Source: an optimization exercise on an open RTL-to-GDS flow (aim: small area, a short achievable clock period and few clock cycles). Production flows keep margins and buffers that such runs may drop.
The RTL was checked by simulation tests, not by an equivalence proof against the original design.
Power and IR drop assume default switching activity.

==> flow/design.v, too long to show whole: its modules and the start of the top module <==
// module chm_cross_csa: 460 lines
// module chm_chain: 146 lines
// module chm_store: 163 lines
// module convex_hull_monotone_chain: 389 lines
module convex_hull_monotone_chain #(
  parameter int unsigned MAX_POINTS = 64,
  parameter int unsigned COORD_BITS = 12
) (
  input  wire          clk_i,
  input  wire          rst_ni,
  input  wire          point_valid_i,
  output wire          point_ready_o,
  input  wire [11:0]   point_x_i,
  input  wire [11:0]   point_y_i,
  input  wire          point_last_i,
  output wire          edge_valid_o,
  input  wire          edge_ready_i,
  output wire [11:0]   edge_start_x_o,
  output wire [11:0]   edge_start_y_o,
  output wire [11:0]   edge_end_x_o,
  output wire [11:0]   edge_end_y_o,
  output wire          edge_no_edge_o,
  output wire          edge_overflow_o,
  output wire          edge_last_o
);
  // ...
==> flow/run.sh <==
#!/bin/bash
# synth_recipe.tcl (not shown) runs the flow's synth.tcl, then flattens the netlist and writes it again
# the make line also repeats each setting of config.mk as NAME=value (left out here)
make -C /OpenROAD-flow-scripts/flow DESIGN_CONFIG=/design/flow/config.mk WORK_HOME=/design/flow/orfs CLKGATE_MAP_FILE= SYNTH_SCRIPT=/design/flow/synth_recipe.tcl finish
==> flow/config.mk <==
export PLATFORM = sky130hd
export DESIGN_NAME = convex_hull_monotone_chain
export DESIGN_NICKNAME = convex_hull_monotone_chain
export VERILOG_FILES = /design/flow/design.v
export SDC_FILE = /design/flow/constraint.sdc
export NUM_CORES = 4
export LEC_CHECK = 0
export ABC_CLOCK_PERIOD_IN_PS = 3500
export CAP_MARGIN = 20
export CORE_MARGIN = 2
export CORE_UTILIZATION = 40
export PLACE_DENSITY = 0.6
export SETUP_SLACK_MARGIN = 4
export SLEW_MARGIN = 20
==> flow/constraint.sdc <==
create_clock -name core_clock -period 10.0 [get_ports {clk_i}]
set_input_delay 2.0000 -clock core_clock [delete_from_list [all_inputs] [get_ports {clk_i}]]
set_output_delay 2.0000 -clock core_clock [all_outputs]
set_load 0.01 [all_outputs]
==> impl_results.md, run 1 <==
- Starting Density: 40.15%
- RePlAce Congestion: between 1 and 1.5
- Stop err: [ERROR GRT-0116] Global routing finished with congestion. Check the congestion regions in the DRC Viewer.
- Sequential share of the synthesized area: a little under a third
- Cts bufs inserted: 360
- Last stage: 5_1_grt
- Complex-gate fraction of the synthesized area: 27.90%
- Clk sinks: 2891
- I/O Buffers: between 80 and 90
- Num rows: 259
- Distinct cells, synth: 121
- Layer with the highest usage: met2
- Bufs on Longest Clock Path: 4
- Global Route Usage Sum: roughly two thirds
- Hold buffers post-CTS: 0
- Status: aborted with a tool error
- Post-synthesis async set-or-reset flop share: roughly 16%
- Post-synthesis mux area share: under 10%
- IO Count: a little over 80
- Met2 usage: 85.10%
- Warnings, synthesis: 9
- EDFF count, synth: 340
- Most common cell in the synthesized netlist: nand2_1
- Chip width: ~710 um
- Simple-gate area share of the yosys netlist: 18.79%
- Syn nets: between 20000 and 30000
- Setup bufs post-CTS: 173
Testbench counts, summed over its fixed seeds: cycles 2,959.
==> module chm_chain, before the edit <==
module chm_chain #(
  parameter bit UP = 1'b1            
) (
  input  wire         clk_i,
  input  wire         rst_ni,
  input  wire         init_i,        
  input  wire         load_p0_i,     
  input  wire [23:0]  p0_i,
  input  wire [5:0]   p0_idx_i,
  input  wire         mine_i,        
  output logic        req_refill_o,  
  input  wire         rsp_found_i,
  input  wire [63:0]  rsp_oh_i,
  input  wire [5:0]   rsp_idx_i,
  input  wire [23:0]  rsp_data_i,
  output logic [63:0] rc_o,
  output logic [63:0] mb_o,
  output logic        decide_o,
  output logic [49:0] dn_o,
  input  wire         cr_neg_i,
  input  wire         cr_zero_i,
  input  wire         clr_i,
  input  wire [63:0]  clr_oh_i,
  output logic [5:0]  top_idx_o,
  output logic        done_o
);
  localparam logic [1:0] OP_NONE = 2'd0, OP_CHECK = 2'd1, OP_PUSH = 2'd2;
  logic [23:0] t1_q, t2_q, t3_q, c_q, cn_q;
  logic [5:0]  t1i_q, t2i_q, t3i_q, ci_q, cni_q;
  logic        t2v_q, t3v_q, cv_q, cnv_q;
  logic        need_t3_q, exh_q;
  logic [1:0]  op_q;
  logic [63:0] rc_q, mb_q;
  wire decide = !mine_i && (op_q != OP_NONE);
  wire pop    = (op_q == OP_CHECK) && (UP ? !cr_neg_i : (cr_neg_i || cr_zero_i));
  wire req    = mine_i && (need_t3_q || (!exh_q && (!cv_q || !cnv_q)));
  assign req_refill_o = need_t3_q;
  assign rc_o         = rc_q;
  assign mb_o         = mb_q;
  assign top_idx_o    = t1i_q;
  assign done_o       = exh_q && !cv_q && (op_q == OP_NONE) && !need_t3_q;
  wire [11:0] pu_d1x = c_q[23:12]  - t1_q[23:12];
  wire [12:0] pu_d1y = {1'b0, c_q[11:0]}  - {1'b0, t1_q[11:0]};
  wire [11:0] pu_d2x = cn_q[23:12] - t1_q[23:12];
  wire [12:0] pu_d2y = {1'b0, cn_q[11:0]} - {1'b0, t1_q[11:0]};
  wire [11:0] po_d1x = t2_q[23:12] - t3_q[23:12];
  wire [12:0] po_d1y = {1'b0, t2_q[11:0]} - {1'b0, t3_q[11:0]};
  wire [11:0] po_d2x = c_q[23:12]  - t3_q[23:12];
  wire [12:0] po_d2y = {1'b0, c_q[11:0]}  - {1'b0, t3_q[11:0]};
  assign decide_o = decide;
  assign dn_o = pop ? {po_d1x, po_d1y, po_d2x, po_d2y} : {pu_d1x, pu_d1y, pu_d2x, pu_d2y};
  wire [63:0] t1_oh = 64'd1 << t1i_q;
  wire [63:0] t2_oh = 64'd1 << t2i_q;
  wire [63:0] t3_oh = 64'd1 << t3i_q;
  wire [63:0] c_oh  = 64'd1 << ci_q;
  always_ff @(posedge clk_i or negedge rst_ni) begin
    if (!rst_ni) begin
      t2v_q     <= 1'b0;
      t3v_q     <= 1'b0;
      cv_q      <= 1'b0;
      cnv_q     <= 1'b0;
      need_t3_q <= 1'b0;
      exh_q     <= 1'b1;
      op_q      <= OP_NONE;
      rc_q      <= '0;
      mb_q      <= '0;
      t1i_q     <= '0;
    end else if (init_i) begin
      t2v_q     <= 1'b0;
      t3v_q     <= 1'b0;
      cv_q      <= 1'b0;
      cnv_q     <= 1'b0;
      need_t3_q <= 1'b0;
      exh_q     <= 1'b0;
      op_q      <= OP_NONE;
      rc_q      <= '1;
      mb_q      <= '0;
      t1i_q     <= p0_idx_i;
    end else if (mine_i) begin
      if (req) begin
        if (need_t3_q) begin
          t3v_q     <= rsp_found_i;
          need_t3_q <= 1'b0;
        end else begin
          if (!cv_q) cv_q  <= rsp_found_i;
          else       cnv_q <= rsp_found_i;
          exh_q <= !rsp_found_i;
          rc_q  <= rc_q & ~rsp_oh_i;
        end
      end
      op_q <= !cv_q ? OP_NONE : (t2v_q ? OP_CHECK : OP_PUSH);
    end else if (decide) begin
      op_q <= OP_NONE;
      if (pop) begin
        mb_q      <= mb_q & ~t3_oh;
        t1i_q     <= t2i_q;
        t2v_q     <= t3v_q;
        t3v_q     <= 1'b0;
        need_t3_q <= t3v_q;
      end else begin
        if (!cnv_q && exh_q)  mb_q <= mb_q | (t2v_q ? t2_oh : 64'd0) | t1_oh | c_oh;
        else if (t2v_q)       mb_q <= mb_q | t2_oh;
        t3v_q     <= t2v_q;
        t2v_q     <= 1'b1;
        t1i_q     <= ci_q;
        cv_q      <= cnv_q;
        cnv_q     <= 1'b0;
      end
    end else if (clr_i) begin
      mb_q <= mb_q & ~clr_oh_i;
    end
  end
  always_ff @(posedge clk_i) begin
    if (load_p0_i) begin
      t1_q <= p0_i;
    end
    if (mine_i) begin
      if (req) begin
        if (need_t3_q) begin
          t3_q  <= rsp_data_i;
          t3i_q <= rsp_idx_i;
        end else if (!cv_q) begin
          c_q  <= rsp_data_i;
          ci_q <= rsp_idx_i;
        end else begin
          cn_q  <= rsp_data_i;
          cni_q <= rsp_idx_i;
        end
      end
    end else if (decide) begin
      if (pop) begin
        t1_q  <= t2_q;
        t2_q  <= t3_q;
        t2i_q <= t3i_q;
      end else begin
        t3_q  <= t2_q;
        t3i_q <= t2i_q;
        t2_q  <= t1_q;
        t2i_q <= t1i_q;
        t1_q  <= c_q;
        c_q   <= cn_q;
        ci_q  <= cni_q;
      end
    end
  end
endmodule
==> module chm_store, before the edit <==
module chm_store (
  input  wire               clk_i,
  input  wire               rst_ni,
  input  wire               clr_bot_i,    
  input  wire               clr_top_i,    
  input  wire               s1_v_i,       
  input  wire               s1_top_i,     
  input  wire  [23:0]       s1_p_i,
  output logic              s2_drop_o,    
  output logic              s2_ins_o,     
  output logic              s2_top_o,     
  output logic [64*24-1:0]  s_o,          
  output logic [63:0]       vb_o,         
  output logic [63:0]       vt_o,         
  output logic [63:0]       cu_o,         
  output logic [63:0]       cl_o          
);
  localparam int N = 64;
  logic [23:0]  s_q [N];
  logic [3:0]   f_q [N];      
  logic [N-1:0] vb_q, vt_q;
  logic         v2_q, top2_q, bsame_q, bgt_q;
  logic [23:0]  p2_q;
  logic [N-1:0] g2_q;         
  logic [3:0]   f2_q;         
  logic [N-1:0] ge_q;         
  function automatic [1:0] cmp12(input [11:0] a, input [11:0] b);
    reg gt;
    integer k;
    begin
      gt = 1'b0;
      for (k = 0; k < 12; k = k + 1) gt = (a[k] & ~b[k]) | (~(a[k] ^ b[k]) & gt);
      cmp12 = {gt, a == b};
    end
  endfunction
  function automatic [3:0] quad(input xg, input xe, input yg, input ye);
    reg same;
    begin
      same = xe & ye;
      quad = {!same & (xg | xe) & !yg,        
              !same & !xg & !yg,              
              !same & !xg & (yg | ye),        
              !same & (xg | xe) & (yg | ye)};  
    end
  endfunction
  logic [N-1:0] rg1, gx1, in_ne, in_nw, in_sw, in_se, eq1;
  logic [3:0]   fu [N];
  logic [3:0]   f1;
  logic         pair;         
  logic [1:0]   cx, cy;
  logic [3:0]   q21, q12;     
  always_comb begin
    for (int i = 0; i < N; i++) begin
      logic [1:0] rx, ry;
      logic [3:0] q;
      rx = cmp12(s_q[i][23:12], s1_p_i[23:12]);
      ry = cmp12(s_q[i][11:0],  s1_p_i[11:0]);
      rg1[i] = s1_top_i ? vt_q[i] : vb_q[i];
      gx1[i] = !rg1[i] || rx[1] || (rx[0] && ry[1]);
      eq1[i] = rg1[i] && rx[0] && ry[0];
      q = quad(rx[1], rx[0], ry[1], ry[0]) & {4{rg1[i]}};
      {in_se[i], in_sw[i], in_nw[i], in_ne[i]} = q;
      fu[i] = f_q[i] | ({4{s1_v_i}} & {q[1], q[0], q[3], q[2]});
    end
    f1 = {|in_se, |in_sw, |in_nw, |in_ne} | {4{|eq1}};
    pair = s1_v_i && v2_q && (s1_top_i == top2_q);
    cx   = cmp12(p2_q[23:12], s1_p_i[23:12]);
    cy   = cmp12(p2_q[11:0],  s1_p_i[11:0]);
    q21  = quad(cx[1], cx[0], cy[1], cy[0]) | {4{cx[0] && cy[0]}};
    q12  = {q21[1], q21[0], q21[3], q21[2]} & ~{4{cx[0] && cy[0]}};
  end
  logic         dead2, ins2;
  logic [3:0]   fnew;
  logic [N-1:0] rg2, ga, gp, nxt;
  logic [N-1:0] sel_p, sel_new, sel_hold, sel_lo, sel_hi;
  logic [23:0]  s_d [N];
  logic [3:0]   f_d [N];
  assign dead2 = &f2_q;
  assign ins2  = v2_q && !dead2;
  assign fnew  = f2_q | (pair ? q12 : 4'd0);
  always_comb begin
    for (int i = 0; i < N; i++) begin
      logic gprev, geprev, g2prev;
      if (top2_q) begin
        g2prev = (i == N - 1) ? 1'b0 : g2_q[(i + 1) % N];
        geprev = (i == N - 1) ? 1'b0 : ge_q[(i + 1) % N];
      end else begin
        g2prev = (i == 0) ? 1'b0 : g2_q[(i + N - 1) % N];
        geprev = (i == 0) ? 1'b0 : ge_q[(i + N - 1) % N];
      end
      rg2[i] = top2_q ? vt_q[i] : vb_q[i];
      if (!bsame_q || !ge_q[i]) ga[i] = g2_q[i];
      else if (geprev)          ga[i] = g2prev;
      else                      ga[i] = bgt_q;
    end
    for (int i = 0; i < N; i++) begin
      logic gaprev, rgprev;
      if (top2_q) begin
        gaprev = (i == N - 1) ? 1'b0 : ga[(i + 1) % N];
        rgprev = (i == N - 1) ? 1'b0 : rg2[(i + 1) % N];
      end else begin
        gaprev = (i == 0) ? 1'b0 : ga[(i + N - 1) % N];
        rgprev = (i == 0) ? 1'b0 : rg2[(i + N - 1) % N];
      end
      gp[i]       = gaprev && rgprev;
      nxt[i]      = !rg2[i] && ((top2_q ? (i == N - 1) : (i == 0)) || rgprev);
      sel_p[i]    = ins2 && gp[i];
      sel_new[i]  = ins2 && ga[i] && !gaprev;
      sel_hold[i] = !(sel_p[i] || sel_new[i]);
      sel_lo[i]   = !top2_q && sel_p[i];
      sel_hi[i]   =  top2_q && sel_p[i];
    end
    for (int i = 0; i < N; i++) begin
      s_d[i] = ({24{sel_lo[i]}}   & s_q[(i + N - 1) % N])
             | ({24{sel_hi[i]}}   & s_q[(i + 1) % N])
             | ({24{sel_new[i]}}  & p2_q)
             | ({24{sel_hold[i]}} & s_q[i]);
      f_d[i] = ({4{sel_lo[i]}}   & fu[(i + N - 1) % N])
             | ({4{sel_hi[i]}}   & fu[(i + 1) % N])
             | ({4{sel_new[i]}}  & fnew)
             | ({4{sel_hold[i]}} & fu[i]);
    end
  end
  always_ff @(posedge clk_i or negedge rst_ni) begin
    if (!rst_ni) begin
      vb_q    <= '0;
      vt_q    <= '0;
      v2_q    <= 1'b0;
      bsame_q <= 1'b0;
    end else begin
      if (clr_bot_i)               vb_q <= '0;
      else if (ins2 && !top2_q)    vb_q <= vb_q | nxt;
      if (clr_top_i)               vt_q <= '0;
      else if (ins2 && top2_q)     vt_q <= vt_q | nxt;
      v2_q    <= s1_v_i;
      bsame_q <= pair && ins2;
    end
  end
  always_ff @(posedge clk_i) begin
    for (int i = 0; i < N; i++) begin
      s_q[i] <= s_d[i];
      f_q[i] <= f_d[i];
    end
    p2_q   <= s1_p_i;
    top2_q <= s1_top_i;
    g2_q   <= gx1;
    f2_q   <= f1 | (pair ? q21 : 4'd0);
    bgt_q  <= cx[1] || (cx[0] && cy[1]);
    ge_q   <= ga;
  end
  assign s2_drop_o = v2_q && dead2;
  assign s2_ins_o  = ins2;
  assign s2_top_o  = top2_q;
  always_comb begin
    for (int i = 0; i < N; i++) begin
      s_o[24*i +: 24] = s_q[i];
      cu_o[i] = !(f_q[i][0] && f_q[i][1]);
      cl_o[i] = !(f_q[i][2] && f_q[i][3]);
    end
    vb_o = vb_q;
    vt_o = vt_q;
  end
endmodule
==> module convex_hull_monotone_chain, before the edit <==
module convex_hull_monotone_chain #(
  parameter int unsigned MAX_POINTS = 64,
  parameter int unsigned COORD_BITS = 12
) (
  input  wire          clk_i,
  input  wire          rst_ni,
  input  wire          point_valid_i,
  output wire          point_ready_o,
  input  wire [11:0]   point_x_i,
  input  wire [11:0]   point_y_i,
  input  wire          point_last_i,
  output wire          edge_valid_o,
  input  wire          edge_ready_i,
  output wire [11:0]   edge_start_x_o,
  output wire [11:0]   edge_start_y_o,
  output wire [11:0]   edge_end_x_o,
  output wire [11:0]   edge_end_y_o,
  output wire          edge_no_edge_o,
  output wire          edge_overflow_o,
  output wire          edge_last_o
);
  localparam logic [2:0] E_IDLE = 3'd0, E_HULL = 3'd1, E_EMIT = 3'd2, E_NOEDGE = 3'd3, E_DONE = 3'd4;
  localparam logic [1:0] EM_B0 = 2'd0, EM_U = 2'd1, EM_L = 2'd2;
  logic [2:0]  eng_q;
  logic        set_done;
  logic        rdy_q, open_q;
  logic [6:0]  cnt_q;         
  logic        ovf_q;
  logic        acc_top_q;     
  logic [6:0]  room_q;
  logic        in_v_q, in_last_q, in_top_q, in_ovf_q;    
  logic [23:0] in_p_q;
  logic        last2_q, ovf2_q;                           
  logic        wait_q, wait_top_q, wait_ovf_q;            
  logic [6:0]  cells_b_q, cells_t_q;                      
  logic        hs_top_q;      
  logic        hs_ovf_q;
  logic        s2_drop, s2_ins, s2_top;
  wire acc      = point_valid_i && rdy_q;
  wire keep     = acc && !cnt_q[6];
  wire eng_free = (eng_q == E_IDLE) || (eng_q == E_DONE);
  wire handover = (last2_q || wait_q) && eng_free;
  wire ho_top   = wait_q ? wait_top_q : s2_top;
  wire ho_ovf   = wait_q ? wait_ovf_q : ovf2_q;
  logic em_end;
  wire [6:0] freed = {6'd0, s2_drop}
                   + (set_done ? (hs_top_q ? cells_t_q : cells_b_q) : 7'd0);
  wire [6:0] room_0 = room_q + freed;           
  wire [6:0] room_1 = room_0 - 7'd1;            
  wire pending  = in_last_q || last2_q || wait_q;
  wire ok_next  = !pending && (eng_free || em_end);
  wire reopen   = handover && (ho_top == !acc_top_q);
  wire open_0   = open_q || reopen;
  wire [6:0] cnt_1 = cnt_q + 7'd1;
  wire rdy_none = open_0 && (cnt_q[6] || room_0 != 7'd0);
  wire rdy_keep = point_last_i ? (ok_next && room_1 != 7'd0)
                               : (open_0 && (cnt_1[6] || room_1 != 7'd0));
  wire rdy_drop = point_last_i ? (ok_next && room_0 != 7'd0) : rdy_none;
  always_ff @(posedge clk_i or negedge rst_ni) begin
    if (!rst_ni) begin
      rdy_q      <= 1'b1;
      open_q     <= 1'b1;
      cnt_q      <= '0;
      ovf_q      <= 1'b0;
      acc_top_q  <= 1'b0;
      room_q     <= 7'd64;
      in_v_q     <= 1'b0;
      in_last_q  <= 1'b0;
      in_top_q   <= 1'b0;
      in_ovf_q   <= 1'b0;
      last2_q    <= 1'b0;
      ovf2_q     <= 1'b0;
      wait_q     <= 1'b0;
      wait_top_q <= 1'b0;
      wait_ovf_q <= 1'b0;
      cells_b_q  <= '0;
      cells_t_q  <= '0;
      hs_top_q   <= 1'b0;
      hs_ovf_q   <= 1'b0;
    end else begin
      in_v_q    <= keep;
      in_last_q <= acc && point_last_i;
      in_top_q  <= acc_top_q;
      in_ovf_q  <= ovf_q || (acc && cnt_q[6]);
      last2_q   <= in_last_q;
      ovf2_q    <= in_ovf_q;
      if (!acc) begin
        rdy_q  <= rdy_none;
        room_q <= room_0;
        open_q <= open_0;
      end else begin
        if (keep) begin
          rdy_q  <= rdy_keep;
          room_q <= room_1;
          cnt_q  <= cnt_1;
        end else begin
          rdy_q  <= rdy_drop;
          room_q <= room_0;
          ovf_q  <= 1'b1;
        end
        open_q <= open_0;
        if (point_last_i) begin
          open_q    <= ok_next;
          cnt_q     <= '0;
          ovf_q     <= 1'b0;
          acc_top_q <= !acc_top_q;
        end
      end
      if (last2_q && !eng_free) begin
        wait_q     <= 1'b1;
        wait_top_q <= s2_top;
        wait_ovf_q <= ovf2_q;
      end else if (handover) begin
        wait_q <= 1'b0;
      end
      if (handover) begin
        hs_top_q <= ho_top;
        hs_ovf_q <= ho_ovf;
      end
      if (set_done && !hs_top_q)   cells_b_q <= '0;
      else if (s2_ins && !s2_top)  cells_b_q <= cells_b_q + 7'd1;
      if (set_done && hs_top_q)    cells_t_q <= '0;
      else if (s2_ins && s2_top)   cells_t_q <= cells_t_q + 7'd1;
    end
  end
  always_ff @(posedge clk_i) begin
    in_p_q <= {point_x_i, point_y_i};
  end
  assign point_ready_o = rdy_q;
  logic [64*24-1:0] s_flat;
  logic [63:0]      vb, vt, cu, cl;
  chm_store u_store (
    .clk_i      (clk_i),
    .rst_ni     (rst_ni),
    .clr_bot_i  (set_done && !hs_top_q),
    .clr_top_i  (set_done &&  hs_top_q),
    .s1_v_i     (in_v_q),
    .s1_top_i   (in_top_q),
    .s1_p_i     (in_p_q),
    .s2_drop_o  (s2_drop),
    .s2_ins_o   (s2_ins),
    .s2_top_o   (s2_top),
    .s_o        (s_flat),
    .vb_o       (vb),
    .vt_o       (vt),
    .cu_o       (cu),
    .cl_o       (cl)
  );
  wire [63:0] hreg    = hs_top_q ? vt : vb;
  wire [63:0] p0_cell = hs_top_q ? {1'b1, 63'd0} : 64'd1;
  wire [5:0]  p0_idx  = hs_top_q ? 6'd63 : 6'd0;
  wire [63:0] pm_cell = hs_top_q ? (vt & ~{vt[62:0], 1'b0}) : (vb & ~{1'b0, vb[63:1]});
  wire [63:0] cand_u  = ((hreg & cu) | pm_cell) & ~p0_cell;
  wire [63:0] cand_l  = ((hreg & cl) | pm_cell) & ~p0_cell;
  wire        no_edge = !(|(hreg & (cu | cl) & ~p0_cell));
  wire [23:0] p0      = hs_top_q ? s_flat[63*24 +: 24] : s_flat[23:0];
  logic        ph_q, own_u_q, own_l_q;
  wire         hull = (eng_q == E_HULL);
  logic        u_refill, l_refill;
  logic [63:0] u_rc, u_mb, l_rc, l_mb;
  logic        u_dec, l_dec;
  logic [49:0] u_dn, l_dn;
  logic [5:0]  u_top, l_top;
  logic        u_done, l_done;
  logic        u_clr, l_clr;
  logic        f_found;
  logic [63:0] f_oh;
  logic [5:0]  f_idx;
  logic [23:0] f_data;
  logic        cr_neg, cr_zero;
  wire         stay_hull;
  wire [5:0]  init_idx = ho_top ? 6'd63 : 6'd0;
  logic       ho_q;           
  chm_chain #(.UP(1'b1)) u_up (
    .clk_i        (clk_i),
    .rst_ni       (rst_ni),
    .init_i       (handover),
    .load_p0_i    (ho_q),
    .p0_i         (p0),
    .p0_idx_i     (init_idx),
    .mine_i       (own_u_q),
    .req_refill_o (u_refill),
    .rsp_found_i  (f_found),
    .rsp_oh_i     (f_oh),
    .rsp_idx_i    (f_idx),
    .rsp_data_i   (f_data),
    .rc_o         (u_rc),
    .mb_o         (u_mb),
    .decide_o     (u_dec),
    .dn_o         (u_dn),
    .cr_neg_i     (cr_neg),
    .cr_zero_i    (cr_zero),
    .clr_i        (u_clr),
    .clr_oh_i     (f_oh),
    .top_idx_o    (u_top),
    .done_o       (u_done)
  );
  chm_chain #(.UP(1'b0)) u_lo (
    .clk_i        (clk_i),
    .rst_ni       (rst_ni),
    .init_i       (handover),
    .load_p0_i    (ho_q),
    .p0_i         (p0),
    .p0_idx_i     (init_idx),
    .mine_i       (own_l_q),
    .req_refill_o (l_refill),
    .rsp_found_i  (f_found),
    .rsp_oh_i     (f_oh),
    .rsp_idx_i    (f_idx),
    .rsp_data_i   (f_data),
    .rc_o         (l_rc),
    .mb_o         (l_mb),
    .decide_o     (l_dec),
    .dn_o         (l_dn),
    .cr_neg_i     (cr_neg),
    .cr_zero_i    (cr_zero),
    .clr_i        (l_clr),
    .clr_oh_i     (f_oh),
    .top_idx_o    (l_top),
    .done_o       (l_done)
  );
  logic [49:0] d_q;
  logic [27:0] r1, r2, r1_q, r2_q;
  always_ff @(posedge clk_i) begin
    if (u_dec)      d_q <= u_dn;
    else if (l_dec) d_q <= l_dn;
  end
  chm_cross_csa u_csa (
    .a1_i (d_q[49:38]),
    .b1_i (d_q[12:0]),
    .a2_i (d_q[24:13]),
    .b2_i (d_q[37:25]),
    .r1_o (r1),
    .r2_o (r2)
  );
  always_ff @(posedge clk_i) begin
    r1_q <= r1;
    r2_q <= r2;
  end
  wire [27:0] cr_sum = r1_q + r2_q;
  assign cr_neg  = cr_sum[27];
  assign cr_zero = ((r1_q ^ r2_q) == {r1_q[26:0] | r2_q[26:0], 1'b0});
  logic        em_last_dir;
  logic [63:0] em_mask;
  logic        q_last;
  logic [63:0] q_mask;
  always_comb begin
    if (own_u_q) begin
      q_last = u_refill;
      q_mask = u_refill ? u_mb : (u_rc & cand_u);
    end else if (own_l_q) begin
      q_last = l_refill;
      q_mask = l_refill ? l_mb : (l_rc & cand_l);
    end else begin
      q_last = em_last_dir;
      q_mask = em_mask;
    end
  end
  logic [63:0] oh_lo, oh_hi;
  logic        dn;
  always_comb begin
    logic acc_lo, acc_hi;
    dn = q_last ^ hs_top_q;       
    acc_lo = 1'b0;
    for (int i = 0; i < 64; i++) begin
      oh_lo[i] = q_mask[i] && !acc_lo;
      acc_lo   = acc_lo || q_mask[i];
    end
    acc_hi = 1'b0;
    for (int i = 63; i >= 0; i--) begin
      oh_hi[i] = q_mask[i] && !acc_hi;
      acc_hi   = acc_hi || q_mask[i];
    end
    f_oh    = dn ? oh_hi : oh_lo;
    f_found = |q_mask;
    f_idx   = '0;
    f_data  = '0;
    for (int i = 0; i < 64; i++) begin
      f_idx  = f_idx  | ({6{f_oh[i]}} & 6'(i));
      f_data = f_data | ({24{f_oh[i]}} & s_flat[24*i +: 24]);
    end
  end
  logic [1:0]  em_q;
  logic        em_first_q;
  logic [5:0]  l1_q;
  logic        ov_q;
  logic [11:0] sx_q, sy_q, ex_q, ey_q;
  logic        ne_q, of_q, le_q;
  wire out_free = !ov_q || edge_ready_i;
  always_comb begin
    case (em_q)
      EM_B0:   begin em_last_dir = 1'b0; em_mask = l_mb & ~p0_cell;            end
      EM_U:    begin em_last_dir = 1'b0; em_mask = u_mb & ~p0_cell;            end
      default: begin em_last_dir = 1'b1; em_mask = l_mb & ~p0_cell & ~pm_cell; end
    endcase
  end
  wire em_fire = (eng_q == E_EMIT) && out_free;
  wire ne_fire = (eng_q == E_NOEDGE) && out_free;
  logic em_last;
  always_comb begin
    case (em_q)
      EM_B0:   em_last = 1'b0;
      EM_U:    em_last = (f_idx == u_top) && (l1_q == l_top);
      default: em_last = (f_idx == l1_q);
    endcase
  end
  assign u_clr = em_fire && (em_q == EM_U);
  assign l_clr = em_fire && (em_q == EM_L);
  assign stay_hull = hull && !no_edge && !(u_done && l_done);
  assign em_end = (em_fire && em_last) || ne_fire;
  assign set_done = (eng_q == E_DONE);
  always_ff @(posedge clk_i or negedge rst_ni) begin
    if (!rst_ni) begin
      eng_q      <= E_IDLE;
      ph_q       <= 1'b0;
      own_u_q    <= 1'b0;
      own_l_q    <= 1'b0;
      ho_q       <= 1'b0;
      em_q       <= EM_B0;
      em_first_q <= 1'b1;
      l1_q       <= '0;
      ov_q       <= 1'b0;
    end else begin
      ph_q    <= hull ? !ph_q : 1'b0;
      ho_q    <= handover;
      own_u_q <= handover || (stay_hull && ph_q);
      own_l_q <= stay_hull && !ph_q;
      case (eng_q)
        E_HULL: begin
          if (no_edge)               eng_q <= E_NOEDGE;
          else if (u_done && l_done) eng_q <= E_EMIT;
          em_q       <= EM_B0;
          em_first_q <= 1'b1;
        end
        E_EMIT, E_NOEDGE: if (em_end) eng_q <= E_DONE;
        E_DONE: eng_q <= E_IDLE;
        default: ;
      endcase
      if (handover) eng_q <= E_HULL;
      if (edge_ready_i) ov_q <= 1'b0;
      if (em_fire || ne_fire) ov_q <= 1'b1;
      if (em_fire) begin
        case (em_q)
          EM_B0: begin
            l1_q <= f_idx;
            em_q <= EM_U;
          end
          EM_U: begin
            em_first_q <= 1'b0;
            if (f_idx == u_top) em_q <= EM_L;
          end
          default: ;
        endcase
      end
    end
  end
  always_ff @(posedge clk_i) begin
    if (em_fire) begin
      if (em_q == EM_B0 || (em_q == EM_U && em_first_q)) begin
        sx_q <= p0[23:12];
        sy_q <= p0[11:0];
      end else begin
        sx_q <= ex_q;
        sy_q <= ey_q;
      end
      ex_q <= f_data[23:12];
      ey_q <= f_data[11:0];
      ne_q <= 1'b0;
      of_q <= hs_ovf_q;
      le_q <= em_last;
    end else if (ne_fire) begin
      sx_q <= '0;
      sy_q <= '0;
      ex_q <= '0;
      ey_q <= '0;
      ne_q <= 1'b1;
      of_q <= hs_ovf_q;
      le_q <= 1'b1;
    end
  end
  assign edge_valid_o    = ov_q;
  assign edge_start_x_o  = sx_q;
  assign edge_start_y_o  = sy_q;
  assign edge_end_x_o    = ex_q;
  assign edge_end_y_o    = ey_q;
  assign edge_no_edge_o  = ne_q;
  assign edge_overflow_o = of_q;
  assign edge_last_o     = le_q;
endmodule
==> inputs of run 2 (changes only) <==
--- a/flow/design.v
+++ b/flow/design.v
@@ -2,5 +2,9 @@
 module chm_cross_csa (
-  input  wire [11:0] a1_i,
+  input  wire [6:0] one0_i,
+  input  wire [6:0] two0_i,
+  input  wire [6:0] neg0_i,
+  input  wire [6:0] one1_i,
+  input  wire [6:0] two1_i,
+  input  wire [6:0] neg1_i,
   input  wire [12:0] b1_i,
-  input  wire [11:0] a2_i,
   input  wire [12:0] b2_i,
@@ -34,60 +38,18 @@
   wire [13:0] m0x2 = {b1_i, 1'b0};
-  wire one0_0 = a1_i[0] ^ 1'b0;
-  wire two0_0 = (a1_i[1] & ~a1_i[0] & ~1'b0) | (~a1_i[1] & a1_i[0] & 1'b0);
-  wire neg0_0 = a1_i[1];
-  wire [13:0] pp0_0 = (({14{one0_0}} & m0) | ({14{two0_0}} & m0x2)) ^ {14{neg0_0}};
-  wire one0_1 = a1_i[2] ^ a1_i[1];
-  wire two0_1 = (a1_i[3] & ~a1_i[2] & ~a1_i[1]) | (~a1_i[3] & a1_i[2] & a1_i[1]);
-  wire neg0_1 = a1_i[3];
-  wire [13:0] pp0_1 = (({14{one0_1}} & m0) | ({14{two0_1}} & m0x2)) ^ {14{neg0_1}};
-  wire one0_2 = a1_i[4] ^ a1_i[3];
-  wire two0_2 = (a1_i[5] & ~a1_i[4] & ~a1_i[3]) | (~a1_i[5] & a1_i[4] & a1_i[3]);
-  wire neg0_2 = a1_i[5];
-  wire [13:0] pp0_2 = (({14{one0_2}} & m0) | ({14{two0_2}} & m0x2)) ^ {14{neg0_2}};
-  wire one0_3 = a1_i[6] ^ a1_i[5];
-  wire two0_3 = (a1_i[7] & ~a1_i[6] & ~a1_i[5]) | (~a1_i[7] & a1_i[6] & a1_i[5]);
-  wire neg0_3 = a1_i[7];
-  wire [13:0] pp0_3 = (({14{one0_3}} & m0) | ({14{two0_3}} & m0x2)) ^ {14{neg0_3}};
-  wire one0_4 = a1_i[8] ^ a1_i[7];
-  wire two0_4 = (a1_i[9] & ~a1_i[8] & ~a1_i[7]) | (~a1_i[9] & a1_i[8] & a1_i[7]);
-  wire neg0_4 = a1_i[9];
-  wire [13:0] pp0_4 = (({14{one0_4}} & m0) | ({14{two0_4}} & m0x2)) ^ {14{neg0_4}};
-  wire one0_5 = a1_i[10] ^ a1_i[9];
-  wire two0_5 = (a1_i[11] & ~a1_i[10] & ~a1_i[9]) | (~a1_i[11] & a1_i[10] & a1_i[9]);
-  wire neg0_5 = a1_i[11];
-  wire [13:0] pp0_5 = (({14{one0_5}} & m0) | ({14{two0_5}} & m0x2)) ^ {14{neg0_5}};
-  wire one0_6 = 1'b0 ^ a1_i[11];
-  wire two0_6 = (1'b0 & ~1'b0 & ~a1_i[11]) | (~1'b0 & 1'b0 & a1_i[11]);
-  wire neg0_6 = 1'b0;
-  wire [13:0] pp0_6 = (({14{one0_6}} & m0) | ({14{two0_6}} & m0x2)) ^ {14{neg0_6}};
+  wire [13:0] pp0_0 = (({14{one0_i[0]}} & m0) | ({14{two0_i[0]}} & m0x2)) ^ {14{neg0_i[0]}};
+  wire [13:0] pp0_1 = (({14{one0_i[1]}} & m0) | ({14{two0_i[1]}} & m0x2)) ^ {14{neg0_i[1]}};
+  wire [13:0] pp0_2 = (({14{one0_i[2]}} & m0) | ({14{two0_i[2]}} & m0x2)) ^ {14{neg0_i[2]}};
+  wire [13:0] pp0_3 = (({14{one0_i[3]}} & m0) | ({14{two0_i[3]}} & m0x2)) ^ {14{neg0_i[3]}};
+  wire [13:0] pp0_4 = (({14{one0_i[4]}} & m0) | ({14{two0_i[4]}} & m0x2)) ^ {14{neg0_i[4]}};
+  wire [13:0] pp0_5 = (({14{one0_i[5]}} & m0) | ({14{two0_i[5]}} & m0x2)) ^ {14{neg0_i[5]}};
+  wire [13:0] pp0_6 = (({14{one0_i[6]}} & m0) | ({14{two0_i[6]}} & m0x2)) ^ {14{neg0_i[6]}};
   wire [13:0] m1  = {b2_i[12], b2_i};
   wire [13:0] m1x2 = {b2_i, 1'b0};
-  wire one1_0 = a2_i[0] ^ 1'b0;
-  wire two1_0 = (a2_i[1] & ~a2_i[0] & ~1'b0) | (~a2_i[1] & a2_i[0] & 1'b0);
-  wire neg1_0 = ~a2_i[1];
-  wire [13:0] pp1_0 = (({14{one1_0}} & m1) | ({14{two1_0}} & m1x2)) ^ {14{neg1_0}};
-  wire one1_1 = a2_i[2] ^ a2_i[1];
-  wire two1_1 = (a2_i[3] & ~a2_i[2] & ~a2_i[1]) | (~a2_i[3] & a2_i[2] & a2_i[1]);
-  wire neg1_1 = ~a2_i[3];
-  wire [13:0] pp1_1 = (({14{one1_1}} & m1) | ({14{two1_1}} & m1x2)) ^ {14{neg1_1}};
-  wire one1_2 = a2_i[4] ^ a2_i[3];
-  wire two1_2 = (a2_i[5] & ~a2_i[4] & ~a2_i[3]) | (~a2_i[5] & a2_i[4] & a2_i[3]);
-  wire neg1_2 = ~a2_i[5];
-  wire [13:0] pp1_2 = (({14{one1_2}} & m1) | ({14{two1_2}} & m1x2)) ^ {14{neg1_2}};
-  wire one1_3 = a2_i[6] ^ a2_i[5];
-  wire two1_3 = (a2_i[7] & ~a2_i[6] & ~a2_i[5]) | (~a2_i[7] & a2_i[6] & a2_i[5]);
-  wire neg1_3 = ~a2_i[7];
-  wire [13:0] pp1_3 = (({14{one1_3}} & m1) | ({14{two1_3}} & m1x2)) ^ {14{neg1_3}};
-  wire one1_4 = a2_i[8] ^ a2_i[7];
-  wire two1_4 = (a2_i[9] & ~a2_i[8] & ~a2_i[7]) | (~a2_i[9] & a2_i[8] & a2_i[7]);
-  wire neg1_4 = ~a2_i[9];
-  wire [13:0] pp1_4 = (({14{one1_4}} & m1) | ({14{two1_4}} & m1x2)) ^ {14{neg1_4}};
-  wire one1_5 = a2_i[10] ^ a2_i[9];
-  wire two1_5 = (a2_i[11] & ~a2_i[10] & ~a2_i[9]) | (~a2_i[11] & a2_i[10] & a2_i[9]);
-  wire neg1_5 = ~a2_i[11];
-  wire [13:0] pp1_5 = (({14{one1_5}} & m1) | ({14{two1_5}} & m1x2)) ^ {14{neg1_5}};
-  wire one1_6 = 1'b0 ^ a2_i[11];
-  wire two1_6 = (1'b0 & ~1'b0 & ~a2_i[11]) | (~1'b0 & 1'b0 & a2_i[11]);
-  wire neg1_6 = ~1'b0;
-  wire [13:0] pp1_6 = (({14{one1_6}} & m1) | ({14{two1_6}} & m1x2)) ^ {14{neg1_6}};
+  wire [13:0] pp1_0 = (({14{one1_i[0]}} & m1) | ({14{two1_i[0]}} & m1x2)) ^ {14{neg1_i[0]}};
+  wire [13:0] pp1_1 = (({14{one1_i[1]}} & m1) | ({14{two1_i[1]}} & m1x2)) ^ {14{neg1_i[1]}};
+  wire [13:0] pp1_2 = (({14{one1_i[2]}} & m1) | ({14{two1_i[2]}} & m1x2)) ^ {14{neg1_i[2]}};
+  wire [13:0] pp1_3 = (({14{one1_i[3]}} & m1) | ({14{two1_i[3]}} & m1x2)) ^ {14{neg1_i[3]}};
+  wire [13:0] pp1_4 = (({14{one1_i[4]}} & m1) | ({14{two1_i[4]}} & m1x2)) ^ {14{neg1_i[4]}};
+  wire [13:0] pp1_5 = (({14{one1_i[5]}} & m1) | ({14{two1_i[5]}} & m1x2)) ^ {14{neg1_i[5]}};
+  wire [13:0] pp1_6 = (({14{one1_i[6]}} & m1) | ({14{two1_i[6]}} & m1x2)) ^ {14{neg1_i[6]}};
   assign s1 = pp0_0[10] ^ pp0_1[8];
@@ -118,4 +80,4 @@
   assign c26 = (pp0_2[6] & pp0_3[4]) | (pp0_2[6] & pp0_4[2]) | (pp0_3[4] & pp0_4[2]);
-  assign s27 = pp0_5[0] ^ neg0_5 ^ pp1_0[10];
-  assign c28 = (pp0_5[0] & neg0_5) | (pp0_5[0] & pp1_0[10]) | (neg0_5 & pp1_0[10]);
+  assign s27 = pp0_5[0] ^ neg0_i[5] ^ pp1_0[10];
+  assign c28 = (pp0_5[0] & neg0_i[5]) | (pp0_5[0] & pp1_0[10]) | (neg0_i[5] & pp1_0[10]);
   assign s29 = pp1_1[8] ^ pp1_2[6] ^ pp1_3[4];
@@ -130,4 +92,4 @@
   assign c38 = pp1_3[5] & pp1_4[3];
-  assign s39 = pp0_5[2] ^ pp0_6[0] ^ neg0_6;
-  assign c40 = (pp0_5[2] & pp0_6[0]) | (pp0_5[2] & neg0_6) | (pp0_6[0] & neg0_6);
+  assign s39 = pp0_5[2] ^ pp0_6[0] ^ neg0_i[6];
+  assign c40 = (pp0_5[2] & pp0_6[0]) | (pp0_5[2] & neg0_i[6]) | (pp0_6[0] & neg0_i[6]);
   assign s41 = pp1_0[12] ^ pp1_1[10] ^ pp1_2[8];
@@ -136,4 +98,4 @@
   assign c44 = (pp1_3[6] & pp1_4[4]) | (pp1_3[6] & pp1_5[2]) | (pp1_4[4] & pp1_5[2]);
-  assign s45 = pp1_6[0] ^ neg1_6 ^ s3;
-  assign c46 = (pp1_6[0] & neg1_6) | (pp1_6[0] & s3) | (neg1_6 & s3);
+  assign s45 = pp1_6[0] ^ neg1_i[6] ^ s3;
+  assign c46 = (pp1_6[0] & neg1_i[6]) | (pp1_6[0] & s3) | (neg1_i[6] & s3);
   assign s47 = pp0_5[3] ^ pp0_6[1] ^ ~pp1_0[13];
@@ -182,4 +144,4 @@
   assign c90 = pp0_0[5] & pp0_1[3];
-  assign s91 = pp0_2[2] ^ pp0_3[0] ^ neg0_3;
-  assign c92 = (pp0_2[2] & pp0_3[0]) | (pp0_2[2] & neg0_3) | (pp0_3[0] & neg0_3);
+  assign s91 = pp0_2[2] ^ pp0_3[0] ^ neg0_i[3];
+  assign c92 = (pp0_2[2] & pp0_3[0]) | (pp0_2[2] & neg0_i[3]) | (pp0_3[0] & neg0_i[3]);
   assign s93 = pp1_0[6] ^ pp1_1[4] ^ pp1_2[2];
@@ -192,8 +154,8 @@
   assign c100 = pp1_2[3] & pp1_3[1];
-  assign s101 = neg0_4 ^ pp1_0[8] ^ pp1_1[6];
-  assign c102 = (neg0_4 & pp1_0[8]) | (neg0_4 & pp1_1[6]) | (pp1_0[8] & pp1_1[6]);
+  assign s101 = neg0_i[4] ^ pp1_0[8] ^ pp1_1[6];
+  assign c102 = (neg0_i[4] & pp1_0[8]) | (neg0_i[4] & pp1_1[6]) | (pp1_0[8] & pp1_1[6]);
   assign s103 = pp1_2[4] ^ pp1_3[2] ^ pp1_4[0];
   assign c104 = (pp1_2[4] & pp1_3[2]) | (pp1_2[4] & pp1_4[0]) | (pp1_3[2] & pp1_4[0]);
-  assign s105 = neg1_4 ^ s17 ^ s19;
-  assign c106 = (neg1_4 & s17) | (neg1_4 & s19) | (s17 & s19);
+  assign s105 = neg1_i[4] ^ s17 ^ s19;
+  assign c106 = (neg1_i[4] & s17) | (neg1_i[4] & s19) | (s17 & s19);
   assign s107 = pp1_0[9] ^ pp1_1[7] ^ pp1_2[5];
@@ -204,4 +166,4 @@
   assign c112 = (c20 & s21) | (c20 & s23) | (s21 & s23);
-  assign s113 = pp1_4[2] ^ pp1_5[0] ^ neg1_5;
-  assign c114 = (pp1_4[2] & pp1_5[0]) | (pp1_4[2] & neg1_5) | (pp1_5[0] & neg1_5);
+  assign s113 = pp1_4[2] ^ pp1_5[0] ^ neg1_i[5];
+  assign c114 = (pp1_4[2] & pp1_5[0]) | (pp1_4[2] & neg1_i[5]) | (pp1_5[0] & neg1_i[5]);
   assign s115 = s1 ^ c22 ^ c24;
@@ -272,10 +234,10 @@
   assign c180 = ~pp1_4[13] & pp1_5[11];
-  assign s181 = pp0_0[2] ^ pp0_1[0] ^ neg0_1;
-  assign c182 = (pp0_0[2] & pp0_1[0]) | (pp0_0[2] & neg0_1) | (pp0_1[0] & neg0_1);
+  assign s181 = pp0_0[2] ^ pp0_1[0] ^ neg0_i[1];
+  assign c182 = (pp0_0[2] & pp0_1[0]) | (pp0_0[2] & neg0_i[1]) | (pp0_1[0] & neg0_i[1]);
   assign s183 = pp0_0[3] ^ pp0_1[1];
   assign c184 = pp0_0[3] & pp0_1[1];
-  assign s185 = neg0_2 ^ pp1_0[4] ^ pp1_1[2];
-  assign c186 = (neg0_2 & pp1_0[4]) | (neg0_2 & pp1_1[2]) | (pp1_0[4] & pp1_1[2]);
-  assign s187 = pp1_2[0] ^ neg1_2;
-  assign c188 = pp1_2[0] & neg1_2;
+  assign s185 = neg0_i[2] ^ pp1_0[4] ^ pp1_1[2];
+  assign c186 = (neg0_i[2] & pp1_0[4]) | (neg0_i[2] & pp1_1[2]) | (pp1_0[4] & pp1_1[2]);
+  assign s187 = pp1_2[0] ^ neg1_i[2];
+  assign c188 = pp1_2[0] & neg1_i[2];
   assign s189 = pp0_2[1] ^ pp1_0[5] ^ pp1_1[3];
@@ -284,4 +246,4 @@
   assign c192 = (pp1_2[1] & c88) | (pp1_2[1] & s89) | (c88 & s89);
-  assign s193 = pp1_3[0] ^ neg1_3 ^ s15;
-  assign c194 = (pp1_3[0] & neg1_3) | (pp1_3[0] & s15) | (neg1_3 & s15);
+  assign s193 = pp1_3[0] ^ neg1_i[3] ^ s15;
+  assign c194 = (pp1_3[0] & neg1_i[3]) | (pp1_3[0] & s15) | (neg1_i[3] & s15);
   assign s195 = c90 ^ s91 ^ s93;
@@ -356,4 +318,4 @@
   assign c264 = pp1_6[11] & 1'b1;
-  assign s265 = pp0_0[0] ^ neg0_0;
-  assign c266 = pp0_0[0] & neg0_0;
+  assign s265 = pp0_0[0] ^ neg0_i[0];
+  assign c266 = pp0_0[0] & neg0_i[0];
   assign s267 = pp1_0[2] ^ pp1_1[0];
@@ -406,8 +368,8 @@
   assign c314 = ~pp0_6[13] & ~pp1_6[13];
-  assign s315 = pp1_0[0] ^ neg1_0;
-  assign c316 = pp1_0[0] & neg1_0;
+  assign s315 = pp1_0[0] ^ neg1_i[0];
+  assign c316 = pp1_0[0] & neg1_i[0];
   assign s317 = pp0_0[1] ^ pp1_0[1] ^ c266;
   assign c318 = (pp0_0[1] & pp1_0[1]) | (pp0_0[1] & c266) | (pp1_0[1] & c266);
-  assign s319 = neg1_1 ^ s181 ^ s267;
-  assign c320 = (neg1_1 & s181) | (neg1_1 & s267) | (s181 & s267);
+  assign s319 = neg1_i[1] ^ s181 ^ s267;
+  assign c320 = (neg1_i[1] & s181) | (neg1_i[1] & s267) | (s181 & s267);
   assign s321 = s183 ^ c268 ^ s269;
@@ -480,2 +442,5 @@
   output logic [63:0] mb_o,
+  output logic        nt3_nx_o,
+  output logic [63:0] rc_nx_o,
+  output logic [63:0] mb_nx_o,
   output logic        decide_o,
@@ -518,2 +483,21 @@
   wire [63:0] c_oh  = 64'd1 << ci_q;
+  always_comb begin
+    nt3_nx_o = need_t3_q;
+    rc_nx_o  = rc_q;
+    mb_nx_o  = mb_q;
+    if (init_i) begin
+      nt3_nx_o = 1'b0;
+      rc_nx_o  = '1;
+      mb_nx_o  = '0;
+    end else if (decide) begin
+      if (pop) begin
+        nt3_nx_o = t3v_q;
+        mb_nx_o  = mb_q & ~t3_oh;
+      end else if (!cnv_q && exh_q) begin
+        mb_nx_o  = mb_q | (t2v_q ? t2_oh : 64'd0) | t1_oh | c_oh;
+      end else if (t2v_q) begin
+        mb_nx_o  = mb_q | t2_oh;
+      end
+    end
+  end
   always_ff @(posedge clk_i or negedge rst_ni) begin
@@ -528,3 +512,2 @@
       rc_q      <= '0;
-      mb_q      <= '0;
       t1i_q     <= '0;
@@ -539,3 +522,2 @@
       rc_q      <= '1;
-      mb_q      <= '0;
       t1i_q     <= p0_idx_i;
@@ -557,3 +539,2 @@
       if (pop) begin
-        mb_q      <= mb_q & ~t3_oh;
         t1i_q     <= t2i_q;
@@ -563,4 +544,2 @@
       end else begin
-        if (!cnv_q && exh_q)  mb_q <= mb_q | (t2v_q ? t2_oh : 64'd0) | t1_oh | c_oh;
-        else if (t2v_q)       mb_q <= mb_q | t2_oh;
         t3v_q     <= t2v_q;
@@ -571,6 +550,9 @@
       end
-    end else if (clr_i) begin
-      mb_q <= mb_q & ~clr_oh_i;
     end
   end
+  always_ff @(posedge clk_i or negedge rst_ni) begin
+    if (!rst_ni)      mb_q <= '0;
+    else if (clr_i)   mb_q <= mb_q & ~clr_oh_i;
+    else              mb_q <= mb_nx_o;
+  end
   always_ff @(posedge clk_i) begin
@@ -638,8 +620,20 @@
   function automatic [1:0] cmp12(input [11:0] a, input [11:0] b);
-    reg gt;
+    reg [11:0] g, e;
+    reg [5:0]  g1, e1;
+    reg [2:0]  g2, e2;
     integer k;
     begin
-      gt = 1'b0;
-      for (k = 0; k < 12; k = k + 1) gt = (a[k] & ~b[k]) | (~(a[k] ^ b[k]) & gt);
-      cmp12 = {gt, a == b};
+      for (k = 0; k < 12; k = k + 1) begin
+        g[k] = a[k] & ~b[k];
+        e[k] = ~(a[k] ^ b[k]);
+      end
+      for (k = 0; k < 6; k = k + 1) begin
+        g1[k] = g[2*k+1] | (e[2*k+1] & g[2*k]);
+        e1[k] = e[2*k+1] & e[2*k];
+      end
+      for (k = 0; k < 3; k = k + 1) begin
+        g2[k] = g1[2*k+1] | (e1[2*k+1] & g1[2*k]);
+        e2[k] = e1[2*k+1] & e1[2*k];
+      end
+      cmp12 = {g2[2] | (e2[2] & (g2[1] | (e2[1] & g2[0]))), e2[2] & e2[1] & e2[0]};
     end
@@ -932,3 +926,3 @@
   wire [23:0] p0      = hs_top_q ? s_flat[63*24 +: 24] : s_flat[23:0];
-  logic        ph_q, own_u_q, own_l_q;
+  logic        own_u_q, own_l_q;
   wire         hull = (eng_q == E_HULL);
@@ -936,2 +930,4 @@
   logic [63:0] u_rc, u_mb, l_rc, l_mb;
+  logic        u_nt3_nx, l_nt3_nx;
+  logic [63:0] u_rc_nx, u_mb_nx, l_rc_nx, l_mb_nx;
   logic        u_dec, l_dec;
@@ -941,2 +937,3 @@
   logic        u_clr, l_clr;
+  logic [63:0] u_clr_oh, l_clr_oh;
   logic        f_found;
@@ -964,2 +961,5 @@
     .mb_o         (u_mb),
+    .nt3_nx_o     (u_nt3_nx),
+    .rc_nx_o      (u_rc_nx),
+    .mb_nx_o      (u_mb_nx),
     .decide_o     (u_dec),
@@ -969,3 +969,3 @@
     .clr_i        (u_clr),
-    .clr_oh_i     (f_oh),
+    .clr_oh_i     (u_clr_oh),
     .top_idx_o    (u_top),
@@ -988,2 +988,5 @@
     .mb_o         (l_mb),
+    .nt3_nx_o     (l_nt3_nx),
+    .rc_nx_o      (l_rc_nx),
+    .mb_nx_o      (l_mb_nx),
     .decide_o     (l_dec),
@@ -993,3 +996,3 @@
     .clr_i        (l_clr),
-    .clr_oh_i     (f_oh),
+    .clr_oh_i     (l_clr_oh),
     .top_idx_o    (l_top),
@@ -997,15 +1000,40 @@
   );
-  logic [49:0] d_q;
+  function automatic [20:0] booth12(input [11:0] a, input inv);
+    reg [14:0] x;
+    reg [6:0]  one, two, neg;
+    integer j;
+    begin
+      x = {2'b0, a, 1'b0};
+      for (j = 0; j < 7; j = j + 1) begin
+        one[j] = x[2*j+1] ^ x[2*j];
+        two[j] = (x[2*j+2] & ~x[2*j+1] & ~x[2*j]) | (~x[2*j+2] & x[2*j+1] & x[2*j]);
+        neg[j] = x[2*j+2] ^ inv;
+      end
+      booth12 = {neg, two, one};
+    end
+  endfunction
+  logic [49:0] dsel;
+  logic [20:0] e1_q, e2_q;      
+  logic [12:0] b1_q, b2_q;      
   logic [27:0] r1, r2, r1_q, r2_q;
+  assign dsel = u_dec ? u_dn : l_dn;
   always_ff @(posedge clk_i) begin
-    if (u_dec)      d_q <= u_dn;
-    else if (l_dec) d_q <= l_dn;
+    if (u_dec || l_dec) begin
+      e1_q <= booth12(dsel[49:38], 1'b0);
+      e2_q <= booth12(dsel[24:13], 1'b1);
+      b1_q <= dsel[12:0];
+      b2_q <= dsel[37:25];
+    end
   end
   chm_cross_csa u_csa (
-    .a1_i (d_q[49:38]),
-    .b1_i (d_q[12:0]),
-    .a2_i (d_q[24:13]),
-    .b2_i (d_q[37:25]),
-    .r1_o (r1),
-    .r2_o (r2)
+    .one0_i (e1_q[6:0]),
+    .two0_i (e1_q[13:7]),
+    .neg0_i (e1_q[20:14]),
+    .one1_i (e2_q[6:0]),
+    .two1_i (e2_q[13:7]),
+    .neg1_i (e2_q[20:14]),
+    .b1_i   (b1_q),
+    .b2_i   (b2_q),
+    .r1_o   (r1),
+    .r2_o   (r2)
   );
@@ -1015,4 +1043,35 @@
   end
-  wire [27:0] cr_sum = r1_q + r2_q;
-  assign cr_neg  = cr_sum[27];
+  logic [26:0] cg0, cp0;
+  logic [13:0] cg1, cp1;
+  logic [6:0]  cg2, cp2;
+  logic [3:0]  cg3, cp3;
+  logic        c27;
+  always_comb begin
+    cg0 = r1_q[26:0] & r2_q[26:0];
+    cp0 = r1_q[26:0] | r2_q[26:0];
+    for (int k = 0; k < 14; k++) begin
+      if (2*k+1 < 27) begin
+        cg1[k] = cg0[2*k+1] | (cp0[2*k+1] & cg0[2*k]);
+        cp1[k] = cp0[2*k+1] & cp0[2*k];
+      end else begin
+        cg1[k] = cg0[2*k];
+        cp1[k] = cp0[2*k];
+      end
+    end
+    for (int k = 0; k < 7; k++) begin
+      cg2[k] = cg1[2*k+1] | (cp1[2*k+1] & cg1[2*k]);
+      cp2[k] = cp1[2*k+1] & cp1[2*k];
+    end
+    for (int k = 0; k < 4; k++) begin
+      if (2*k+1 < 7) begin
+        cg3[k] = cg2[2*k+1] | (cp2[2*k+1] & cg2[2*k]);
+        cp3[k] = cp2[2*k+1] & cp2[2*k];
+      end else begin
+        cg3[k] = cg2[2*k];
+        cp3[k] = cp2[2*k];
+      end
+    end
+    c27 = cg3[3] | (cp3[3] & (cg3[2] | (cp3[2] & (cg3[1] | (cp3[1] & cg3[0])))));
+  end
+  assign cr_neg  = r1_q[27] ^ r2_q[27] ^ c27;
   assign cr_zero = ((r1_q ^ r2_q) == {r1_q[26:0] | r2_q[26:0], 1'b0});
@@ -1022,13 +1081,8 @@
   logic [63:0] q_mask;
+  logic [63:0] qm_q;
+  logic        dn_q;
+  logic em_u_q, em_l_q, em_dn_q, em_ch_q;    
   always_comb begin
-    if (own_u_q) begin
-      q_last = u_refill;
-      q_mask = u_refill ? u_mb : (u_rc & cand_u);
-    end else if (own_l_q) begin
-      q_last = l_refill;
-      q_mask = l_refill ? l_mb : (l_rc & cand_l);
-    end else begin
-      q_last = em_last_dir;
-      q_mask = em_mask;
-    end
+    q_last = em_last_dir;
+    q_mask = ({64{em_u_q}} & u_mb) | ({64{em_l_q}} & l_mb) | ({64{em_ch_q}} & qm_q);
   end
@@ -1037,13 +1091,23 @@
   always_comb begin
-    logic acc_lo, acc_hi;
-    dn = q_last ^ hs_top_q;       
-    acc_lo = 1'b0;
-    for (int i = 0; i < 64; i++) begin
-      oh_lo[i] = q_mask[i] && !acc_lo;
-      acc_lo   = acc_lo || q_mask[i];
+    logic [7:0] ga, glo, ghi;
+    dn = em_ch_q ? dn_q : em_dn_q;    
+    for (int g = 0; g < 8; g++) ga[g] = |q_mask[8*g +: 8];
+    for (int g = 0; g < 8; g++) begin
+      glo[g] = 1'b0;
+      ghi[g] = 1'b0;
+      for (int h = 0; h < 8; h++) begin
+        if (h < g) glo[g] = glo[g] | ga[h];
+        if (h > g) ghi[g] = ghi[g] | ga[h];
+      end
     end
-    acc_hi = 1'b0;
-    for (int i = 63; i >= 0; i--) begin
-      oh_hi[i] = q_mask[i] && !acc_hi;
-      acc_hi   = acc_hi || q_mask[i];
+    for (int i = 0; i < 64; i++) begin
+      logic blo, bhi;
+      blo = 1'b0;
+      bhi = 1'b0;
+      for (int j = 8 * (i / 8); j < 8 * (i / 8) + 8; j++) begin
+        if (j < i) blo = blo | q_mask[j];
+        if (j > i) bhi = bhi | q_mask[j];
+      end
+      oh_lo[i] = q_mask[i] && !blo && !glo[i / 8];
+      oh_hi[i] = q_mask[i] && !bhi && !ghi[i / 8];
     end
@@ -1067,8 +1131,9 @@
     case (em_q)
-      EM_B0:   begin em_last_dir = 1'b0; em_mask = l_mb & ~p0_cell;            end
-      EM_U:    begin em_last_dir = 1'b0; em_mask = u_mb & ~p0_cell;            end
-      default: begin em_last_dir = 1'b1; em_mask = l_mb & ~p0_cell & ~pm_cell; end
+      EM_B0:   begin em_last_dir = 1'b0; em_mask = l_mb; end
+      EM_U:    begin em_last_dir = 1'b0; em_mask = u_mb; end
+      default: begin em_last_dir = 1'b1; em_mask = l_mb; end
     endcase
   end
-  wire em_fire = (eng_q == E_EMIT) && out_free;
+  logic em_done_q;             
+  wire em_fire = (eng_q == E_EMIT) && out_free && !em_done_q;
   wire ne_fire = (eng_q == E_NOEDGE) && out_free;
@@ -1082,6 +1147,19 @@
   end
-  assign u_clr = em_fire && (em_q == EM_U);
-  assign l_clr = em_fire && (em_q == EM_L);
+  wire to_emit = hull && !no_edge && u_done && l_done;
+  assign u_clr    = to_emit || (em_fire && (em_q == EM_U));
+  assign l_clr    = to_emit || (em_fire && (em_q != EM_U));
+  assign u_clr_oh = to_emit ? p0_cell : f_oh;
+  assign l_clr_oh = to_emit ? p0_cell : ((em_q == EM_B0) ? pm_cell : f_oh);
   assign stay_hull = hull && !no_edge && !(u_done && l_done);
-  assign em_end = (em_fire && em_last) || ne_fire;
+  wire own_u_d = stay_hull && (ho_q || own_l_q);
+  always_ff @(posedge clk_i) begin
+    if (own_u_d) begin
+      qm_q <= u_nt3_nx ? u_mb_nx : (u_rc_nx & cand_u);
+      dn_q <= u_nt3_nx ^ hs_top_q;
+    end else begin
+      qm_q <= l_nt3_nx ? l_mb_nx : (l_rc_nx & cand_l);
+      dn_q <= l_nt3_nx ^ hs_top_q;
+    end
+  end
+  assign em_end = ((eng_q == E_EMIT) && em_done_q) || ne_fire;
   assign set_done = (eng_q == E_DONE);
@@ -1090,4 +1168,8 @@
       eng_q      <= E_IDLE;
-      ph_q       <= 1'b0;
       own_u_q    <= 1'b0;
+      em_done_q  <= 1'b0;
+      em_u_q     <= 1'b0;
+      em_l_q     <= 1'b0;
+      em_ch_q    <= 1'b1;
+      em_dn_q    <= 1'b0;
       own_l_q    <= 1'b0;
@@ -1099,6 +1181,25 @@
     end else begin
-      ph_q    <= hull ? !ph_q : 1'b0;
       ho_q    <= handover;
-      own_u_q <= handover || (stay_hull && ph_q);
-      own_l_q <= stay_hull && !ph_q;
+      own_u_q <= stay_hull && (ho_q || own_l_q);
+      own_l_q <= stay_hull && own_u_q;
+      if (handover)                em_done_q <= 1'b0;
+      else if (em_fire && em_last) em_done_q <= 1'b1;
+      if (to_emit) begin
+        em_ch_q <= 1'b0;
+        em_u_q  <= 1'b0;
+        em_l_q  <= 1'b1;
+        em_dn_q <= hs_top_q;
+      end else if (em_fire && (em_q == EM_B0)) begin
+        em_u_q  <= 1'b1;
+        em_l_q  <= 1'b0;
+        em_dn_q <= hs_top_q;
+      end else if (em_fire && (em_q == EM_U) && (f_idx == u_top)) begin
+        em_u_q  <= 1'b0;
+        em_l_q  <= 1'b1;
+        em_dn_q <= !hs_top_q;
+      end else if (eng_q != E_EMIT) begin
+        em_ch_q <= 1'b1;
+        em_u_q  <= 1'b0;
+        em_l_q  <= 1'b0;
+      end
       case (eng_q)
--- a/flow/config.mk
+++ b/flow/config.mk
@@ -7,8 +7,9 @@
 export LEC_CHECK = 0
-export ABC_CLOCK_PERIOD_IN_PS = 3500
+export ABC_AREA = 1
 export CAP_MARGIN = 20
 export CORE_MARGIN = 2
-export CORE_UTILIZATION = 40
-export PLACE_DENSITY = 0.6
-export SETUP_SLACK_MARGIN = 4
+export CORE_UTILIZATION = 30
+export MIN_ROUTING_LAYER = met2
+export PLACE_DENSITY = 0.45
+export SETUP_SLACK_MARGIN = 3
 export SLEW_MARGIN = 20
==> impl_results.md, run 2 <==
- Top cell type's share of synthesized area: 20.18%
- Top cells by area, synth: dfxtp_1 (20%), nand2_1 (13%), ha_1 (11%)
- Die Y-Extent: approximately 850 um
- Sequential share of the synthesized area: 30.81% (-1.0 points)
- Last stage: 5_1_grt
- H-Tree Depth: 5
- Mean Syn Cell Area: 7.056 um^2
- RePlAce Congestion: 1.591 (+30%)
- Global Route Usage Sum: between 90 and 100%
- I/O Buffers: 81 (unchanged)
- Post-synthesis xor/xnor area fraction: under 10%
- Complex-gate fraction of the synthesized area: 24.47% (-3.4 points)
- Vias in the first global route: between 400k and 500k
- Root Driver: clkbuf_16
- IO Count: 82 (unchanged)
- Bufs on Longest Clock Path: 4 (unchanged)
- Num rows: 309 (+19%)
- Chip width: 845.5 um (+19%)
- EDFF count, synth: 353 (+3.8%)
- Distinct cells, synth: 75 (-38%)
- Warnings, synthesis: 9 (unchanged)
- Syn nets: 32140 (+25%)
- Cell Area, Synth: ~210000 um^2
- Setup bufs post-CTS: 0 (-100%)
- Clk sinks: 2973 (+2.8%)
- Hold buffers post-CTS: 0 (unchanged)
- Cell count after synthesis: 30110
- Largest net degree at the start of global routing: between 100 and 150
- Placed cell count: 39180
- Starting Density: 30.06% (-10 points)
- Post-synthesis async set-or-reset flop share: 16.08% (-0.32 points)
- Adder-cell share of the synthesized area: between 10% and 20%
- Leading area contributor after synthesis: dfxtp_1
- Ys flop type: dfxtp_1
- #FFs+latches synth: 2973
- Most common cell in the synthesized netlist: nand2_1
- Placement Cell Area: 229800 um^2
- Cts bufs inserted: 401 (+11%)
- First-pass GRT wire length: 3269 mm
- Simple-gate area share of the yosys netlist: 21.21% (+2.4 points)
- HPWL after DPL: around 1800 mm
- Status: aborted with a tool error
- Post-synthesis mux area share: 0.02415% (-2.6 points)
- Stop err: [ERROR GRT-0116] Global routing finished with congestion. Check the congestion regions in the DRC Viewer.
- Largest family of logic cells by synthesized area: compound AO/OA/AOI/OAI gates
- Global route total overflow: 32390
- Synth cell count leaders: nand2_1 (7093), inv_1 (3749), o21ai_0 (2227)
-- run 2: worst max-delay path by stage --
stage,end,slack (ns),cells after the start
CTS,u_lo.t3_q[6],3.01,20
global placement,u_store.f2_q[2],0.51,15
detailed placement,u_lo.mb_q[19],2.61,14
floorplan,r2_q[14],5.89,14
-- run 2: cells by family after synthesis --
group           count (synthesis)
simple gates                10870
xor+xnor                      319
fa+ha+maj                    2004
compound gates               8550
mux                             5
buf+inv                      5387
flops                        2973
-- run 2: what timing repair did --
action	4_1_cts
hold endpoints to repair	0
gates resized for setup	3
setup endpoints to repair	36
-- run 2: power by group through the flow --
| stage | Clock, mW | Combinational (mW) | Sequential [mW] |
|---|---|---|---|
| after floorplan | 0 | 4.67 | 14.1 |
| after global placement | 0 | 12.1 | 15.3 |
| after detailed placement | 0 | 12.1 | 15.3 |
| after CTS | 15.4 | 12.1 | 15.0 |
-- run 2: per-layer routing --
| layer | overflow | global-route usage, % |
|---|---|---|
| met3 | 23470 | 113.9 |
| met4 | 2165 | 84.92 |
| met2 | 4750 | 95.69 |
| met1 | - | - |
| met5 | 2012 | 95.20 |
-- run 2: stage by stage --
stage,setup slack [ns],util [%]
floorplan,5.895,-
global placement,0.5051,32.42
detailed placement,2.606,32.52
CTS,3.005,34.40
Testbench counts of run 2, summed over its fixed seeds: cycles 3,004.
